From an optimization exercise on the open Yosys and OpenROAD flow, aimed at small area, a short achievable clock period and few clock cycles per item; shortcuts taken in it are not production practice.
RTL that was checked went through simulation tests only; none was proved equivalent to the original.
Power figures rest on the tool's default switching activity, not on a simulated workload.

## run A
// accum_drain_scheduler
module accum_drain_scheduler
#(
  parameter int DW        = 16,
  parameter int NUM_COLS  = 16,
  parameter int HAZ_DEPTH = ACC_PIPE_DEPTH
) (
  input  logic                       clk,
  input  logic                       rst_n,
  input  logic                       vec_valid,
  output logic                       vec_ready,
  input  logic [NUM_COLS*DW-1:0]     vec_flat,
  input  logic [NUM_COLS-1:0]        cmap,
  input  logic [NUM_COLS*OMAP_W-1:0] omap_flat,
  output logic [DW-1:0]              partial_out,
  output logic [3:0]                 col_id,
  output logic                       partial_valid,
  output logic [NUM_COLS-1:0]        cmap_out,
  output logic [NUM_COLS*OMAP_W-1:0] omap_out,
  output logic                       busy,
  output logic                       done,
  output logic [15:0]                stall_cnt
);
Size in the first run: ~2600 cells after synthesis, about 660 flip-flops, roughly 780 I/O pins.
==> flow/config.mk <==
export PLATFORM = sky130hd
export DESIGN_NAME = accum_drain_scheduler
export DESIGN_NICKNAME = accum_drain_scheduler
export VERILOG_FILES = /design/flow/design.v
export SDC_FILE = /design/flow/constraint.sdc
export NUM_CORES = 4
export LEC_CHECK = 0
export ABC_CLOCK_PERIOD_IN_PS = 2500
export CAP_MARGIN = 20
export CORE_MARGIN = 2
export CORE_UTILIZATION = 40
export CTS_CLUSTER_DIAMETER = 80
export CTS_CLUSTER_SIZE = 20
export SETUP_SLACK_MARGIN = 3.5
export SLEW_MARGIN = 20
==> flow/constraint.sdc <==
create_clock -name core_clock -period 6.0 [get_ports {clk}]
set_input_delay 1.2000 -clock core_clock [delete_from_list [all_inputs] [get_ports {clk}]]
set_output_delay 1.2000 -clock core_clock [all_outputs]
set_load 0.01 [all_outputs]
standard.sh (not shown) runs the stock make flow with config.mk's settings and CLKGATE_MAP_FILE= SYNTH_SCRIPT=/design/flow/synth_recipe.tcl, a recipe that flattens the netlist after the stock synthesis.
==> flow/flow/run.sh <==
#!/bin/bash
# Standard layout, but the port buffers are the platform's smallest buffer instead of the
# delay buffer buffer_ports picks by default; repair still resizes any that need it.
set -euo pipefail
cd "$(dirname "$0")/.."
bash standard.sh BUFFER_PORTS_ARGS="-buffer_cell sky130_fd_sc_hd__buf_1" finish > run_standard.log 2>&1
Run A: done, clean on timing, DRC and antenna
Testbench counts of run A, summed over its fixed seeds: cycles 76,115, items 3,200.
## Diff of input files: run B against run A
Settings: a deleted CTS_CLUSTER_SIZE that had been 20; a deleted CTS_CLUSTER_DIAMETER that had been 80.
==> flow/run.sh (new file) <==
#!/bin/bash
# synth_recipe.tcl (not shown) runs the flow's synth.tcl, then flattens the netlist and writes it again
# the make line also repeats each setting of config.mk as NAME=value (left out here)
make -C /OpenROAD-flow-scripts/flow DESIGN_CONFIG=/design/flow/config.mk WORK_HOME=/design/flow/orfs CLKGATE_MAP_FILE= SYNTH_SCRIPT=/design/flow/synth_recipe.tcl finish
removed: flow/flow/run.sh
removed: flow/standard.sh
### Flow results
- Cell area (run B vs. run A) increases by more than 10%
- Half-perimeter wire length after detailed placement for run B: 3.5% up relative to run A
- Net switching fraction of the power ends up higher on run A.
- Between run B and run A, it is run B whose post-CTS resize count is higher, by 852.
#### Input delta (run C over run B)
==> flow/flow/run.sh (new file) <==
#!/bin/bash
# Standard layout, but the port buffers are the platform's smallest buffer instead of the
# delay buffer buffer_ports picks by default; repair still resizes any that need it.
set -euo pipefail
cd "$(dirname "$0")/.."
bash standard.sh BUFFER_PORTS_ARGS="-buffer_cell sky130_fd_sc_hd__buf_1" finish > run_standard.log 2>&1
==> flow/standard.sh (new file) <==
#!/bin/bash
# synth_recipe.tcl (not shown) runs the flow's synth.tcl, then flattens the netlist and writes it again
# the make line also repeats each setting of config.mk as NAME=value (left out here)
make -C /OpenROAD-flow-scripts/flow DESIGN_CONFIG=/design/flow/config.mk WORK_HOME=/design/flow/orfs CLKGATE_MAP_FILE= SYNTH_SCRIPT=/design/flow/synth_recipe.tcl "${@:-finish}"
removed: flow/run.sh
Results
- Of run C and run B, it is run C that has the lower signed area change from the synthesized netlist to the final layout.
- According to the power report, total power for run C is lower than for run B.
- In run C, the sequential share of layout area came out 5.8 points above the value in run B.
- The run showing the greater detail-routed via count per cell is run C.
- [compare] base=run B new=run C: post-route cell area went down 5300 um^2; end-of-flow core utilization went down 7.6 points; worst setup slack went down 0.073 ns.
- Diff run B -> run C: period utilization rose 1.2 points, routing usage on met2 saw a decrease.

========
Another version of the RTL of accum_drain_scheduler (not shown whole).
Size in the first run: ~2500 cells after synthesis, ~680 flip-flops, about 780 I/O pins.
export LEC_CHECK = 0
export ABC_CLOCK_PERIOD_IN_PS = 2500
export CAP_MARGIN = 20
export CORE_MARGIN = 2
export CORE_UTILIZATION = 55
export PLACE_DENSITY = 0.7
export SETUP_SLACK_MARGIN = 3.5
export SLEW_MARGIN = 20
create_clock -name core_clock -period 6.0 [get_ports {clk}]
==> flow/flow/run.sh <==
#!/bin/bash
# Standard layout, but the port buffers are the platform's smallest buffer instead of the
# delay buffer buffer_ports picks by default; repair still resizes any that need it.
set -euo pipefail
cd "$(dirname "$0")/.."
bash standard.sh BUFFER_PORTS_ARGS="-buffer_cell sky130_fd_sc_hd__buf_1" finish > run_standard.log 2>&1
The first run finished clean.
Then changed:
CORE_UTILIZATION = 40   (was 55)
PLACE_DENSITY = not set   (was 0.7)
The new run passed the timing, DRC and antenna checks.
Via count shrinks by a few percent.
Worst hold slack improved by 0.0051 ns.
Sequential cell count stays the same.
Clock-buffer cell count climbs by 9.
Core utilization fell by 19 points.
Total power rises slightly.
Worst setup slack degrades by 0.012 ns.
Sequential share of layout area goes down by 1.5 points.
No functional check of the RTL was part of any run of this note.

========
accum_drain_scheduler, a different RTL version from the one above (not shown whole).
Size: roughly 2800 cells after synthesis, ~690 flip-flops, about 780 I/O pins, ~0.030 mm2 of cells after synthesis.
// accum_drain_scheduler
module accum_drain_scheduler
#(
  parameter int DW        = 16,
  parameter int NUM_COLS  = 16,
  parameter int HAZ_DEPTH = ACC_PIPE_DEPTH
) (
  input  logic                       clk,
  input  logic                       rst_n,
  input  logic                       vec_valid,
  output logic                       vec_ready,
  input  logic [NUM_COLS*DW-1:0]     vec_flat,
  input  logic [NUM_COLS-1:0]        cmap,
  input  logic [NUM_COLS*OMAP_W-1:0] omap_flat,
  output logic [DW-1:0]              partial_out,
  output logic [3:0]                 col_id,
  output logic                       partial_valid,
  output logic [NUM_COLS-1:0]        cmap_out,
  output logic [NUM_COLS*OMAP_W-1:0] omap_out,
  output logic                       busy,
  output logic                       done,
  output logic [15:0]                stall_cnt
);
  localparam int NC = NUM_COLS;
  function automatic logic [TGT_W-1:0] tgt_of(input logic [OMAP_W-1:0] e);
    tgt_of = {e[OMAP_SEL_MSB:OMAP_SEL_LSB], e[OMAP_ADDR_W-1:0]};
  endfunction
  function automatic logic [NC-1:0] lowest(input logic [NC-1:0] m);
    logic [NC-1:0] r;
    logic          seen;
    r = '0;
    seen = 1'b0;
    for (int i = 0; i < NC; i++) begin
      r[i] = m[i] & ~seen;
      seen = seen | m[i];
    end
    lowest = r;
  endfunction
  function automatic logic [NC-1:0] rr_next(input logic [NC-1:0] p, input logic [NC-1:0] s);
    logic [NC-1:0]   above;
    logic [2*NC-1:0] l;
    logic            seen;
    seen = 1'b0;
    for (int i = 0; i < NC; i++) begin
      above[i] = seen;
      seen = seen | p[i];
    end
    l = '0;
    seen = 1'b0;
    for (int i = 0; i < 2*NC; i++) begin
      l[i] = ((i < NC) ? (s[i] & above[i]) : s[i-NC]) & ~seen;
      seen = seen | l[i];
    end
    rr_next = l[NC-1:0] | l[2*NC-1:NC];
  endfunction
  ...
export LEC_CHECK = 0
export ABC_CLOCK_PERIOD_IN_PS = 2500
export CAP_MARGIN = 20
export CORE_MARGIN = 2
export CORE_UTILIZATION = 40
export SETUP_SLACK_MARGIN = 3.6
export SLEW_MARGIN = 20
create_clock -name core_clock -period 6.0 [get_ports {clk}]
Scripts as last shown in full above: flow/flow/run.sh
The first run went through all stages and came out clean.
Edit:
--- a/flow/config.mk
+++ b/flow/config.mk
@@ -7,3 +7,3 @@
 export LEC_CHECK = 0
-export ABC_CLOCK_PERIOD_IN_PS = 2500
+export ABC_CLOCK_PERIOD_IN_PS = 2000
 export CAP_MARGIN = 20
@@ -11,3 +11,3 @@
 export CORE_UTILIZATION = 40
-export SETUP_SLACK_MARGIN = 3.6
+export SETUP_SLACK_MARGIN = 3.8
 export SLEW_MARGIN = 20
Effect: First-iteration DRC count fell by 2.4%. Routed wire length rose by 0.38%. Design area hardly moves. Critical path depth is unchanged. Global-route usage rose by 0.25 points. Clock skew fell by 14 ps. Worst setup slack gains 39 ps. Maximum frequency rose by 1.2%. Synthesized cell count stays the same.
Function was not checked in any run of this note: the RTL went through the layout flow alone.

========
## the baseline
accum_drain_scheduler, a different RTL version from the one above (not shown whole).
Size in the first run: ~710 flip-flops, about 780 I/O pins, ~30000 µm² of cells after synthesis.
clock: 6.0 ns
lec_check: 0
cap_margin: 20
core_margin: 2
core_utilization: 55
place_density: 0.7
setup_slack_margin: 3.3
slew_margin: 20
tns_end_percent: 5
==> flow/flow/run.sh <==
#!/bin/bash
# Standard layout, except:
#  - the port buffers are the platform's smallest buffer instead of the delay buffer
#    buffer_ports picks by default; repair still resizes any that need it;
#  - clock tree synthesis adds no dummy loads.
set -euo pipefail
cd "$(dirname "$0")/.."
bash standard.sh \
  BUFFER_PORTS_ARGS="-buffer_cell sky130_fd_sc_hd__buf_1" \
  CTS_ARGS="-sink_clustering_enable -repair_clock_nets -dont_use_dummy_load -sink_clustering_size 20 -sink_clustering_max_diameter 80" \
  finish > run_standard.log 2>&1
The baseline: PASS, flow complete, no timing, DRC or antenna violations
### the baseline -> the candidate
Settings: swapping 3.3 for 3.5 in SETUP_SLACK_MARGIN.
[the candidate] sequential power share fell 0.2 points relative to the baseline
Taking the baseline as the reference, in the candidate final critical-path required period went down 0.011 ns; proportion of cell area occupied by multi-input gates did not really move; area occupied by registers flat.
The candidate ended up with a higher global-route wire length before repair than the baseline did.
Detailed-routed wire length on met3: the candidate vs the baseline, no meaningful difference
The candidate against the baseline; combinational power is up slightly.
The candidate ended up with sky130_fd_sc_hd__a222oi_1 as its cell with the largest stage delay on the worst path; the baseline ended up with sky130_fd_sc_hd__or3_1.
Per the comparison of the candidate with the baseline, overall power now sits higher, maximum ir drop on the vdd rail now sits lower, final-layout non-clock buffer area share now sits higher, largest stage delay on the critical path now sits higher.
Function was not checked in any run of this note: the RTL went through the layout flow alone.

========
Setup of oak:
Another version of the RTL of accum_drain_scheduler (not shown whole).
Size: ~700 flip-flops, about 780 I/O pins, about 29000 um^2 of cells after synthesis.
==> flow/config.mk <==
export PLATFORM = sky130hd
export DESIGN_NAME = accum_drain_scheduler
export DESIGN_NICKNAME = accum_drain_scheduler
export VERILOG_FILES = /design/flow/design.v
export SDC_FILE = /design/flow/constraint.sdc
export NUM_CORES = 4
export LEC_CHECK = 0
export CAP_MARGIN = 20
export CORE_MARGIN = 2
export CORE_UTILIZATION = 55
export CTS_CLUSTER_DIAMETER = 80
export CTS_CLUSTER_SIZE = 20
export PLACE_DENSITY = 0.7
export SETUP_SLACK_MARGIN = 3.3
export SLEW_MARGIN = 20
export TNS_END_PERCENT = 5
==> flow/constraint.sdc <==
create_clock -name core_clock -period 6.0 [get_ports {clk}]
set_input_delay 1.2000 -clock core_clock [delete_from_list [all_inputs] [get_ports {clk}]]
set_output_delay 1.2000 -clock core_clock [all_outputs]
set_load 0.01 [all_outputs]
==> flow/flow/run.sh <==
#!/bin/bash
# Standard layout, but the port buffers are the platform's smallest buffer instead of the
# delay buffer buffer_ports picks by default; repair still resizes any that need it.
set -euo pipefail
cd "$(dirname "$0")/.."
bash standard.sh BUFFER_PORTS_ARGS="-buffer_cell sky130_fd_sc_hd__buf_1" finish > run_standard.log 2>&1
oak: all stages complete, timing, DRC and antenna checks passed
Here is what was changed in the inputs of pine compared with oak.
# oak
export LEC_CHECK = 0
export CAP_MARGIN = 20
export CORE_MARGIN = 2
export CORE_UTILIZATION = 55
export CTS_CLUSTER_DIAMETER = 80
export CTS_CLUSTER_SIZE = 20
export PLACE_DENSITY = 0.7
export SETUP_SLACK_MARGIN = 3.3
export SLEW_MARGIN = 20
export TNS_END_PERCENT = 5
create_clock -name core_clock -period 6.0 [get_ports {clk}]
# pine
export LEC_CHECK = 0
export ABC_CLOCK_PERIOD_IN_PS = 2500
export CAP_MARGIN = 20
export CORE_MARGIN = 2
export CORE_UTILIZATION = 40
export SETUP_SLACK_MARGIN = 3.5
export SLEW_MARGIN = 20
create_clock -name core_clock -period 6.0 [get_ports {clk}]
[summary]
pine finished every stage and its layout cleared the timing, DRC and antenna checks. pine — worst setup slack 120 ps higher, oak as reference. pine vs. oak: detailed-route wire length per cell -1.3 um, fraction of power consumed by combinational cells -2.0 points.
Function was not checked in any run of this note: the RTL went through the layout flow alone.

========
cedar:
Another version of the RTL of accum_drain_scheduler (not shown whole).
Size in the first run: ~700 flip-flops, roughly 780 I/O pins, ~29000 µm² of cells after synthesis.
export LEC_CHECK = 0
export CAP_MARGIN = 20
export CORE_MARGIN = 2
export CORE_UTILIZATION = 40
export SETUP_SLACK_MARGIN = 3.3
export SLEW_MARGIN = 20
export TNS_END_PERCENT = 5
create_clock -name core_clock -period 6.0 [get_ports {clk}]
Scripts as last shown in full above: flow/flow/run.sh
Testbench counts of cedar, summed over its fixed seeds: cycles 76,207, items 3,200.
Here is what was changed in the inputs of pepper compared with cedar.
==> flow/flow/run.sh <==
#!/bin/bash
# Standard layout, except:
#  - the port buffers are the platform's smallest buffer instead of the delay buffer
#    buffer_ports picks by default; repair still resizes any that need it;
#  - clock tree synthesis adds no dummy loads.
set -euo pipefail
cd "$(dirname "$0")/.."
bash standard.sh \
  BUFFER_PORTS_ARGS="-buffer_cell sky130_fd_sc_hd__buf_1" \
  CTS_ARGS="-sink_clustering_enable -repair_clock_nets -dont_use_dummy_load -sink_clustering_size 20 -sink_clustering_max_diameter 80" \
  finish > run_standard.log 2>&1
diff --git a/flow/config.mk b/flow/config.mk
--- a/flow/config.mk
+++ b/flow/config.mk
@@ -8,6 +8,7 @@
 export CAP_MARGIN = 20
 export CORE_MARGIN = 2
-export CORE_UTILIZATION = 40
-export SETUP_SLACK_MARGIN = 3.3
+export CORE_UTILIZATION = 50
+export PLACE_DENSITY = 0.65
+export SETUP_SLACK_MARGIN = 3.4
 export SLEW_MARGIN = 20
-export TNS_END_PERCENT = 5
+export TNS_END_PERCENT = 10
--- outcome ---
The number of antenna violations at the first check in global routing in cedar is 1.08 times that in pepper.
Setup slack: pepper less than cedar
The final worst-path cycle share in pepper sits 1.4 points above the value recorded for cedar.
pepper against cedar: post-layout utilization of the core rose by 10 points, fraction of standard cell area in multi-input logic has increased, non-clock buffer count +27.
Global-route met2 utilization on pepper is up relative to cedar.
The register share of the cell area of pepper exceeds that of cedar by 2.4 points.
Routed wire in pepper totals less than in cedar.
[inputs] garnet vs pepper
==> flow/flow/run.sh <==
#!/bin/bash
# Standard layout, but the port buffers are the platform's smallest buffer instead of the
# delay buffer buffer_ports picks by default; repair still resizes any that need it.
set -euo pipefail
cd "$(dirname "$0")/.."
bash standard.sh BUFFER_PORTS_ARGS="-buffer_cell sky130_fd_sc_hd__buf_1" finish > run_standard.log 2>&1
diff --git a/flow/config.mk b/flow/config.mk
--- a/flow/config.mk
+++ b/flow/config.mk
@@ -6,9 +6,8 @@
 export NUM_CORES = 4
 export LEC_CHECK = 0
+export ABC_CLOCK_PERIOD_IN_PS = 2500
 export CAP_MARGIN = 20
 export CORE_MARGIN = 2
-export CORE_UTILIZATION = 50
-export PLACE_DENSITY = 0.65
-export SETUP_SLACK_MARGIN = 3.4
+export CORE_UTILIZATION = 40
+export SETUP_SLACK_MARGIN = 3.5
 export SLEW_MARGIN = 20
-export TNS_END_PERCENT = 10
==> comparison <==
garnet did not stop at any stage, and its layout met the timing, DRC and antenna checks. When garnet is measured against pepper, its largest net degree at the start of global routing turns out 42 higher. Of the two candidates, pepper has the better cell area and garnet the worse one. Against pepper, garnet reports a critical path depth that is higher. garnet has inverter count of the layout excluding clock inverters above what pepper had. What pepper reported for cell count has to be multiplied by 1.09 to get the figure for garnet. [compare] base=pepper new=garnet: count of cells along the worst register-to-register path picked up an extra 3, clock period minus worst slack lost 0.14 ns, worst setup slack picked up an extra 0.14 ns, via count picked up an extra 299.
Modified inputs, sierra compared to garnet
==> flow/flow/run.sh <==
#!/bin/bash
# Standard layout, except:
#  - the port buffers are the platform's smallest buffer instead of the delay buffer
#    buffer_ports picks by default; repair still resizes any that need it;
#  - clock tree synthesis adds no dummy loads.
set -euo pipefail
cd "$(dirname "$0")/.."
bash standard.sh \
  BUFFER_PORTS_ARGS="-buffer_cell sky130_fd_sc_hd__buf_1" \
  CTS_ARGS="-sink_clustering_enable -repair_clock_nets -dont_use_dummy_load -sink_clustering_size 20 -sink_clustering_max_diameter 80" \
  finish > run_standard.log 2>&1
diff --git a/flow/config.mk b/flow/config.mk
--- a/flow/config.mk
+++ b/flow/config.mk
@@ -6,8 +6,9 @@
 export NUM_CORES = 4
 export LEC_CHECK = 0
-export ABC_CLOCK_PERIOD_IN_PS = 2500
 export CAP_MARGIN = 20
 export CORE_MARGIN = 2
-export CORE_UTILIZATION = 40
-export SETUP_SLACK_MARGIN = 3.5
+export CORE_UTILIZATION = 55
+export PLACE_DENSITY = 0.7
+export SETUP_SLACK_MARGIN = 3.3
 export SLEW_MARGIN = 20
+export TNS_END_PERCENT = 5
### Flow results
sierra vs. garnet: routed wire length went down by 10%, detailed-route wire length per cell went up by about 0.4%, buffer count excluding the clock tree in the final layout lost 9.1%.
Compared to garnet, sierra was floorplanned on a smaller die.
Delta (sierra minus garnet): layout-stage area growth over the synthesis result shrank by 13 points, final non-filler cell area fell by 10%, overall power went down.
[inputs] onyx vs sierra
diff --git a/flow/config.mk b/flow/config.mk
--- a/flow/config.mk
+++ b/flow/config.mk
@@ -10,5 +10,5 @@
 export CORE_UTILIZATION = 55
 export PLACE_DENSITY = 0.7
-export SETUP_SLACK_MARGIN = 3.3
+export SETUP_SLACK_MARGIN = 3.0
 export SLEW_MARGIN = 20
 export TNS_END_PERCENT = 5
==> comparison <==
Summary of onyx over sierra: first-iteration DRC count higher, final critical-path required period higher, first-pass detailed-route iteration total higher, power share of the clock group roughly the same, standard cell core area roughly the same. Per the comparison of onyx with sierra, count of buffers added by post-CTS timing repair for setup went down; sum of routed wire segments on met1 moved up; number of cells traversed by the worst hold path held. Design area is higher on sierra. Summary of onyx over sierra: half-perimeter wire length after detailed placement moved up; maximum number of pins on one net before global-route repair now smaller.

-- what the ideal ports hide --
No port has a modelled driver above. Below, the same layouts with a new extraction and two added sets of constraints.
Step 1, drivers: a clkbuf_16 drives clk and a buf_2 each remaining input, both assumed.
Step 2 adds t to the input delays and takes it off the output delays; t is the mean of the earliest and latest rising clock arrival at the registers after step 1. Input paths then give back, and output paths get back, about the clock's delay inside the block.
Slacks: no drivers / after step 1 / after step 2; pairs: no drivers / after step 1.
run | t, ns | setup slack, ns | worst setup path after step 2 | latest minus earliest clock arrival (ns) | slew at the worst register clock pin (ns)
run A | 0.680 | 2.972 / 3.007 / 2.327 | input to register | 0.050 / 0.051 | 0.10 / 0.10
run B | 0.690 | 3.086 / 3.086 / 2.407 | input to register | 0.024 / 0.024 | 0.07 / 0.07
run C | 0.680 | 3.013 / 3.013 / 2.413 | input to register | 0.033 / 0.033 | 0.07 / 0.07
the first run of note 2 | 0.682 | 2.814 / 2.814 / 2.246 | input to register | 0.017 / 0.018 | 0.07 / 0.07
the second run of note 2 | 0.705 | 2.802 / 2.802 / 2.674 | input to register | 0.031 / 0.030 | 0.07 / 0.07
the first run of note 3 | 0.696 | 2.764 / 2.801 / 2.105 | input to register | 0.076 / 0.076 | 0.07 / 0.07
the second run of note 3 | 0.692 | 2.804 / 2.827 / 2.135 | input to register | 0.048 / 0.048 | 0.07 / 0.07
the baseline | 0.666 | 3.109 / 3.109 / 2.493 | input to register | 0.059 / 0.058 | 0.09 / 0.09
the candidate | 0.661 | 3.120 / 3.120 / 2.592 | input to register | 0.056 / 0.055 | 0.09 / 0.09
oak | 0.666 | 3.002 / 3.002 / 2.616 | input to register | 0.026 / 0.026 | 0.10 / 0.10
pine | 0.695 | 3.123 / 3.123 / 2.771 | input to register | 0.060 / 0.060 | 0.07 / 0.07
cedar | 0.700 | 3.185 / 3.154 / 2.526 | input to register | 0.059 / 0.058 | 0.07 / 0.07
pepper | 0.661 | 3.098 / 3.141 / 2.481 | input to register | 0.043 / 0.043 | 0.09 / 0.09
garnet | 0.718 | 3.235 / 3.235 / 2.651 | input to register | 0.051 / 0.051 | 0.07 / 0.07
sierra | 0.649 | 3.079 / 3.079 / 2.515 | input to register | 0.039 / 0.039 | 0.09 / 0.09
onyx | 0.654 | 2.941 / 2.941 / 2.379 | input to register | 0.053 / 0.052 | 0.09 / 0.09
After both steps every run listed still meets setup and hold. For run B, which loses most, drivers alone change the setup slack by 0.000 ns; drivers and shift together by -0.679 ns.
